Context: an optimization exercise on an open-source flow, tuned for small area and a short achievable clock period. The choices shown serve that exercise and are no tape-out recipe. The RTL was checked by simulation tests, not by an equivalence proof against the original design. Power and IR drop assume default switching activity.

== job 101 ==
// fu_cluster
module fu_cluster (
    input  logic                        clock,
    input  logic                        reset,
    input  logic                        squash,
    input  logic [102:0]                alu0_issue,
    input  logic [102:0]                alu1_issue,
    input  logic [102:0]                mult_issue,
    output logic                        alu1_stall,
    output logic [77:0]                 cdb
);
For scale: roughly 5100 cells after synthesis, about 560 flip-flops, about 390 I/O pins.
clock: 8.0 ns
lec_check: 0
abc_area: 1
cap_margin: 20
core_margin: 2
core_utilization: 40
setup_slack_margin: 5
slew_margin: 20
synth_hierarchical: 1
run.sh (not shown) runs the stock make flow with config.mk's settings and CLKGATE_MAP_FILE= SYNTH_SCRIPT=/design/flow/synth_recipe.tcl, a recipe that flattens the netlist after the stock synthesis.
Job 101 ended with every stage complete and zero timing, DRC or antenna violations.
### job 101 -> job 102
==> flow/flow/run.sh (new file) <==
#!/bin/bash
# The standard layout, with plain buffers on the ports in place of the
# delay cells the resizer picks by default (every port still gets one)
set -o pipefail
cp standard.sh standard_sh.txt
export BUFFER_PORTS_ARGS="-buffer_cell sky130_fd_sc_hd__buf_2"
bash standard.sh > standard.log 2>&1
==> flow/standard.sh (new file) <==
#!/bin/bash
# synth_recipe.tcl (not shown) runs the flow's synth.tcl, then flattens the netlist and writes it again
# the make line also repeats each setting of config.mk as NAME=value (left out here)
make -C /OpenROAD-flow-scripts/flow DESIGN_CONFIG=/design/flow/config.mk WORK_HOME=/design/flow/orfs CLKGATE_MAP_FILE= SYNTH_SCRIPT=/design/flow/synth_recipe.tcl "${@:-finish}"
removed: flow/run.sh
Transition time of the tightest slew-check pin ends up higher on job 101.
Between job 101 and job 102, clock share of power decreased.
[compare] base=job 101 new=job 102: count of inverters other than clock inverters in the layout down 1.2%; area of all placed cells without fillers decreased by about 4.5% relative to the old numbers; area after synthesis closely matched the old numbers; level count of the clock H-tree shrank by 1; portion of total power attributed to combinational logic lower.
Share of final layout cell area taken by non-clock buffers (lower): job 102
Summary of the comparison: number of standard cells in the final layout excluding fillers is lower in job 102, relative to job 101.
The higher internal portion of total power of job 101 and job 102 is in job 101.
Edits applied to the flow inputs when going from job 102 to job 103:
Settings: putting CTS_CLUSTER_DIAMETER at 120 where nothing was set; putting CTS_CLUSTER_SIZE at 25 where nothing was set.
## What came out
- [compare] base=job 102 new=job 103: number of nets in the finished design shrank by 0.39%, total power of the final layout shrank by 11%, sequential share of layout area grew by 0.62 points, final worst clock skew shrank by 0.012 ns, total number of vias shrank by 0.69%.
- Job 103 ends up with a met2 routing resource usage after global routing that is 0.28 points lower than in job 102.
- Going from job 102 to job 103, hold slack climbed 0.013 ns; routed wirelength normalized by instance count +about 0.34%.
--- input diff job 103..job 104 ---
-- flow/flow/run.sh --
<<< job 103, line 6
export BUFFER_PORTS_ARGS="-buffer_cell sky130_fd_sc_hd__buf_2"
>>> job 104, line 6
export BUFFER_PORTS_ARGS="-buffer_cell sky130_fd_sc_hd__buf_1"
--- outcome ---
- The critical path depth in job 104 sits 1 above the value recorded for job 103.
- Job 104 against job 103: post-placement cell area shows a reduction of 1.0%; met2 layer wire length in the routed design picked up an extra 2.6%; hold slack neither gained nor lost much; sequential share of layout area picked up an extra 0.19 points.
- Between job 104 and job 103, it is job 104 whose worst-case reg-to-reg path depth is higher, by 2.
- In the final reports, the cell area of job 104 is smaller than that of job 103.
Setup changes, job 104 to job 105
Settings: CORE_UTILIZATION changed from 40 to 50; CTS_CLUSTER_SIZE removed (was 25); CTS_CLUSTER_DIAMETER removed (was 120).
-- flow/flow/run.sh --
<<< job 104, line 6
export BUFFER_PORTS_ARGS="-buffer_cell sky130_fd_sc_hd__buf_1"
>>> job 105, line 6
export BUFFER_PORTS_ARGS="-buffer_cell sky130_fd_sc_hd__buf_2"
Notes after the runs:
Post-DP HPWL, job 105 and job 104, higher one = job 104. Comparing job 104 against job 105, there is no change at all in sequential cell count. Job 105 vs job 104: combinational power share down in job 105. Job 105 vs job 104 — time the final worst path needs with I/O delays and setup dropped 0.053 ns. Job 104 was smaller in final cell area than job 105. Compared with job 104, job 105 shows wire length after detailed routing lower by about 2.6%. The die used by job 105 is smaller than the one used by job 104. Compared with job 104, job 105 is the more power-hungry design. Job 104 has a higher top fanout value on the critical path than job 105. Job 105 — endpoint required time on the critical path 0.04 ns lower, job 104 as reference. Worst-margin pin slew: job 105 vs job 104 up 0.26 ns.

afterwards: timing with drivers on the ports:
Ports are ideal in the flow. The routed layouts listed here were re-timed in OpenROAD.
Step 1 (the two cells are an assumption about what drives the block):
set clk [get_ports {clock}]
set_driving_cell -lib_cell sky130_fd_sc_hd__clkbuf_16 $clk
set_driving_cell -lib_cell sky130_fd_sc_hd__buf_2 [delete_from_list [all_inputs] $clk]
Step 2 also shifts input and output timing later by t, the mid clock arrival at the registers, as if the neighbouring blocks saw the same clock.
Three values: ideal ports, drivers, drivers and shift; two values: the first two.
| run | shift t [ns] | slack for setup (ns) | clock arrival spread, ns | worst data-port slew with drivers (ns) |
|---|---|---|---|---|
| job 101 | 0.702 | 4.843 / 4.867 / 4.165 | 0.047 / 0.047 | 0.07 |
| job 102 | 0.729 | 4.915 / 4.933 / 4.204 | 0.040 / 0.040 | 0.15 |
| job 103 | 0.720 | 4.884 / 4.906 / 4.186 | 0.032 / 0.032 | 0.10 |
| job 104 | 0.714 | 4.897 / 4.908 / 4.194 | 0.042 / 0.042 | 0.09 |
| job 105 | 0.713 | 4.950 / 4.970 / 4.257 | 0.052 / 0.052 | 0.08 |
After both steps setup and hold are still met in every run listed. The setup slack of job 102, which loses most, moves by +0.018 ns with the drivers and by -0.711 ns with both steps.
